Context: an optimization exercise on an open-source flow, tuned for small area, a short achievable clock period and few clock cycles per item. The choices shown serve that exercise and are no tape-out recipe. Function was checked by simulation only, so behaviour that the tests miss may differ from the original. Power figures rest on the tool's default switching activity, not on a simulated workload.

Design spmv_top, start of the top module:
module spmv_top (
    input  logic        clk,
    input  logic        rst_l,
    input  logic        row_len_valid,
    input  logic [7:0]  row_len,
    output logic        row_len_credit,
    input  logic        grp_valid,
    input  logic [95:0] grp,
    output logic        grp_credit,
    output logic        out_valid,
    output logic [7:0]  out_byte,
    input  logic        out_credit
);
For scale: roughly 670 flip-flops, about 31000 um2 of cells after synthesis.
==> flow/config.mk <==
export PLATFORM = sky130hd
export DESIGN_NAME = spmv_top
export DESIGN_NICKNAME = spmv_top
export VERILOG_FILES = /design/flow/design.v
export SDC_FILE = /design/flow/constraint.sdc
export NUM_CORES = 4
export LEC_CHECK = 0
export ABC_CLOCK_PERIOD_IN_PS = 3000
export CAP_MARGIN = 20
export CORE_MARGIN = 2
export CORE_UTILIZATION = 65
export CTS_BUF_LIST = sky130_fd_sc_hd__clkbuf_8
export CTS_CLUSTER_DIAMETER = 50
export CTS_CLUSTER_SIZE = 20
export SETUP_SLACK_MARGIN = 5
export SLEW_MARGIN = 20
==> flow/constraint.sdc <==
create_clock -name core_clock -period 10.0 [get_ports {clk}]
set_input_delay 2.0000 -clock core_clock [delete_from_list [all_inputs] [get_ports {clk}]]
set_output_delay 2.0000 -clock core_clock [all_outputs]
set_load 0.01 [all_outputs]
standard.sh (not shown) runs the stock make flow with config.mk's settings and CLKGATE_MAP_FILE= SYNTH_SCRIPT=/design/flow/synth_recipe.tcl, a recipe that flattens the netlist after the stock synthesis.
==> flow/flow/run.sh <==
#!/bin/bash
set -euo pipefail
bash standard.sh SETUP_SLACK_MARGIN=6.5 finish > make_finish.log 2>&1
Testbench counts at the start, summed over its fixed seeds: cycles 9,365, items 384.
Edit:
==> flow/run.sh (new file) <==
#!/bin/bash
# synth_recipe.tcl (not shown) runs the flow's synth.tcl, then flattens the netlist and writes it again
# the make line also repeats each setting of config.mk as NAME=value (left out here)
make -C /OpenROAD-flow-scripts/flow DESIGN_CONFIG=/design/flow/config.mk WORK_HOME=/design/flow/orfs CLKGATE_MAP_FILE= SYNTH_SCRIPT=/design/flow/synth_recipe.tcl finish
CORE_UTILIZATION = 40   (was 65)
CTS_BUF_LIST = not set   (was sky130_fd_sc_hd__clkbuf_8)
CTS_CLUSTER_DIAMETER = not set   (was 50)
CTS_CLUSTER_SIZE = not set   (was 20)
removed: flow/flow/run.sh
removed: flow/standard.sh
After rerunning:
- The changed run ran to the end with no violations
- via count drops by 2.9%
- total power drops by 0.60%
- clock-buffer cell count climbs by 39
- final area climbs by 0.36%
- worst setup slack got worse by 920 ps
- die area climbs by 61%
- critical path depth stays the same

Setup of run 1:
Starting RTL as in the previous note.
==> flow/config.mk <==
export PLATFORM = sky130hd
export DESIGN_NAME = spmv_top
export DESIGN_NICKNAME = spmv_top
export VERILOG_FILES = /design/flow/design.v
export SDC_FILE = /design/flow/constraint.sdc
export NUM_CORES = 4
export LEC_CHECK = 0
export ABC_CLOCK_PERIOD_IN_PS = 3000
export CAP_MARGIN = 20
export CORE_MARGIN = 2
export CORE_UTILIZATION = 65
export CTS_BUF_LIST = sky130_fd_sc_hd__clkbuf_8
export CTS_CLUSTER_DIAMETER = 50
export CTS_CLUSTER_SIZE = 20
export SETUP_SLACK_MARGIN = 5
export SLEW_MARGIN = 20
==> flow/constraint.sdc <==
create_clock -name core_clock -period 10.0 [get_ports {clk}]
set_input_delay 2.0000 -clock core_clock [delete_from_list [all_inputs] [get_ports {clk}]]
set_output_delay 2.0000 -clock core_clock [all_outputs]
set_load 0.01 [all_outputs]
==> flow/flow/run.sh <==
#!/bin/bash
set -euo pipefail
bash standard.sh SETUP_SLACK_MARGIN=6.0 finish > make_finish.log 2>&1
Testbench counts of run 1, summed over its fixed seeds: cycles 9,365, items 384.
### run 1 -> run 2
==> flow/flow/run.sh <==
#!/bin/bash
set -euo pipefail
bash standard.sh SETUP_SLACK_MARGIN=7 finish > make_finish.log 2>&1
## What came out
- Proportion of power drawn by the clock network: run 2 < run 1
- Going from run 1 to run 2, post-layout instance area increased by 4000 sq um relative to the old numbers, final worst-path setup slack increased by 0.33 ns relative to the old numbers, layout overhead on the synthesized area increased by 13 points relative to the old numbers.
- Looking at non-clock buffer area fraction after layout, run 2 sits 6.3 points higher than run 1 does.
- Switching share of total power: run 2 higher than run 1
- Going from run 1 to run 2, the global routing usage on met2 was found to have gone up by 7.2 points.
- Compared with run 1, run 2 shows a initial antenna violation count that is 1 lower.
diff inputs: run 2 => run 3
==> flow/flow/run.sh <==
#!/bin/bash
set -euo pipefail
bash standard.sh SETUP_SLACK_MARGIN=7.5 finish > make_finish.log 2>&1
--- a/flow/config.mk
+++ b/flow/config.mk
@@ -8 +8 @@
-export ABC_CLOCK_PERIOD_IN_PS = 3000
+export ABC_AREA = 1
@@ -13,3 +13,2 @@
-export CTS_CLUSTER_DIAMETER = 50
-export CTS_CLUSTER_SIZE = 20
-export SETUP_SLACK_MARGIN = 5
+export CTS_CLUSTER_DIAMETER = 40
+export CTS_CLUSTER_SIZE = 16
==> comparison <==
- Run status, run 3: aborted in global routing (5_1_grt), error GRT-0232
- Run 3 against run 2: floorplan die height up 0.80%; average cell area after synthesis went down.
- Unique cell type count in the Yosys netlist sits lower in run 3 than in run 2.
- The final reports for run 3 and run 2 show area after synthesis higher in the former.
- Fraction of synthesized area in multiplexers came out lower on run 3 than on run 2.
- Going from run 2 to run 3, number of instances resized during post-cts repair moved up, placement-stage worst setup slack up 0.064 ns.
The following lists how run 4 was set up differently from run 3:
==> flow/flow/run.sh <==
#!/bin/bash
set -euo pipefail
bash standard.sh SETUP_SLACK_MARGIN=6.5 finish > make_finish.log 2>&1
[summary]
Looking at run 4 and run 3, the netlist area before placement is a wash.
Measured against run 3, the number of CTS-inserted buffers of run 4 comes out at 0.945 times the reference value.
Run 4 finished end to end and its layout was clean on timing, DRC and antenna.
Changes observed in run 4 relative to run 3: number of cells after detailed placement did not really move; sequential element share of the synthesized area did not really move; fraction of the mapped netlist area in adder cells did not really move; net count after synthesis did not really move; number of buffers added for setup after CTS went down.
Relative to run 3, worst setup slack before clock tree synthesis decreased by 0.019 ns in run 4.
Of run 4 and run 3, the lower number of gates resized after CTS belongs to run 4.
~same detailed-placement wirelength estimate in run 4 and run 3

Setup of main:
spmv_top again, from the RTL that the note above started with.
==> flow/config.mk <==
export PLATFORM = sky130hd
export DESIGN_NAME = spmv_top
export DESIGN_NICKNAME = spmv_top
export VERILOG_FILES = /design/flow/design.v
export SDC_FILE = /design/flow/constraint.sdc
export NUM_CORES = 4
export LEC_CHECK = 0
export ABC_AREA = 1
export CAP_MARGIN = 20
export CORE_MARGIN = 2
export CORE_UTILIZATION = 65
export CTS_BUF_LIST = sky130_fd_sc_hd__clkbuf_8
export CTS_CLUSTER_DIAMETER = 40
export CTS_CLUSTER_SIZE = 16
export SLEW_MARGIN = 20
==> flow/constraint.sdc <==
create_clock -name core_clock -period 10.0 [get_ports {clk}]
set_input_delay 2.0000 -clock core_clock [delete_from_list [all_inputs] [get_ports {clk}]]
set_output_delay 2.0000 -clock core_clock [all_outputs]
set_load 0.01 [all_outputs]
==> flow/flow/run.sh <==
#!/bin/bash
set -euo pipefail
bash standard.sh SETUP_SLACK_MARGIN=7 finish > make_finish.log 2>&1
Testbench counts of main, summed over its fixed seeds: cycles 9,365, items 384.
Here is what was changed in the inputs of the feature branch compared with main.
Settings: clearing ABC_AREA, which used to be 1; swapping 16 for 20 in CTS_CLUSTER_SIZE; putting SETUP_SLACK_MARGIN at 5 where nothing was set; putting ABC_CLOCK_PERIOD_IN_PS at 3000 where nothing was set; swapping 40 for 50 in CTS_CLUSTER_DIAMETER.
==> flow/run.sh (new file) <==
#!/bin/bash
# synth_recipe.tcl (not shown) runs the flow's synth.tcl, then flattens the netlist and writes it again
# the make line also repeats each setting of config.mk as NAME=value (left out here)
make -C /OpenROAD-flow-scripts/flow DESIGN_CONFIG=/design/flow/config.mk WORK_HOME=/design/flow/orfs CLKGATE_MAP_FILE= SYNTH_SCRIPT=/design/flow/synth_recipe.tcl finish
removed: flow/flow/run.sh
removed: flow/standard.sh
==> comparison <==
Sort the feature branch and main by clock latency on the worst-skew pair, descending, and main comes first. Taking main as the reference, in the feature branch post-layout minimum cycle time grew by 1250 ps, wire length shrank by 20 mm, portion of the layout cell area used by clock cells shrank by 1.8 points, share of power burned in the clock network shrank by 2.5 points.

-- afterwards: timing with drivers on the ports --
The results above use ideal ports. As a check the final layouts listed here were re-extracted and re-timed, cells and wires unchanged. Step 1 assumes that a clkbuf_16 drives the clock port and a buf_2 every other input. Step 2 adds t to the input delays and takes it off the output delays; t is the mean of the earliest and latest rising clock arrival at the registers after step 1. Input paths then give back, and output paths get back, about the clock's delay inside the block. Three values: ideal ports, drivers, drivers and shift; two values: the first two.
run	t, ns	setup WS [ns]	worst setup path at the end	latest minus earliest clock arrival (ns)	worst slew at a driven data input, ns
the first run of note 1	0.738	6.474 / 6.474 / 5.988	input to register	0.045 / 0.045	0.08
the second run of note 1	0.673	5.555 / 5.555 / 5.555	register to register	0.027 / 0.028	0.09
run 1	0.754	6.187 / 6.187 / 5.583	input to register	0.031 / 0.031	0.10
run 2	0.761	6.517 / 6.517 / 6.376	input to register	0.071 / 0.072	0.09
run 4	0.736	6.581 / 6.581 / 5.869	input to register	0.039 / 0.039	0.07
main	0.782	6.751 / 6.686 / 6.210	input to register	0.046 / 0.046	0.07
the feature branch	0.728	5.503 / 5.503 / 5.171	input to register	0.035 / 0.035	0.07
After both steps setup and hold are still met in every run listed. For run 4, which loses most, drivers alone change the setup slack by 0.000 ns; drivers and shift together by -0.712 ns.
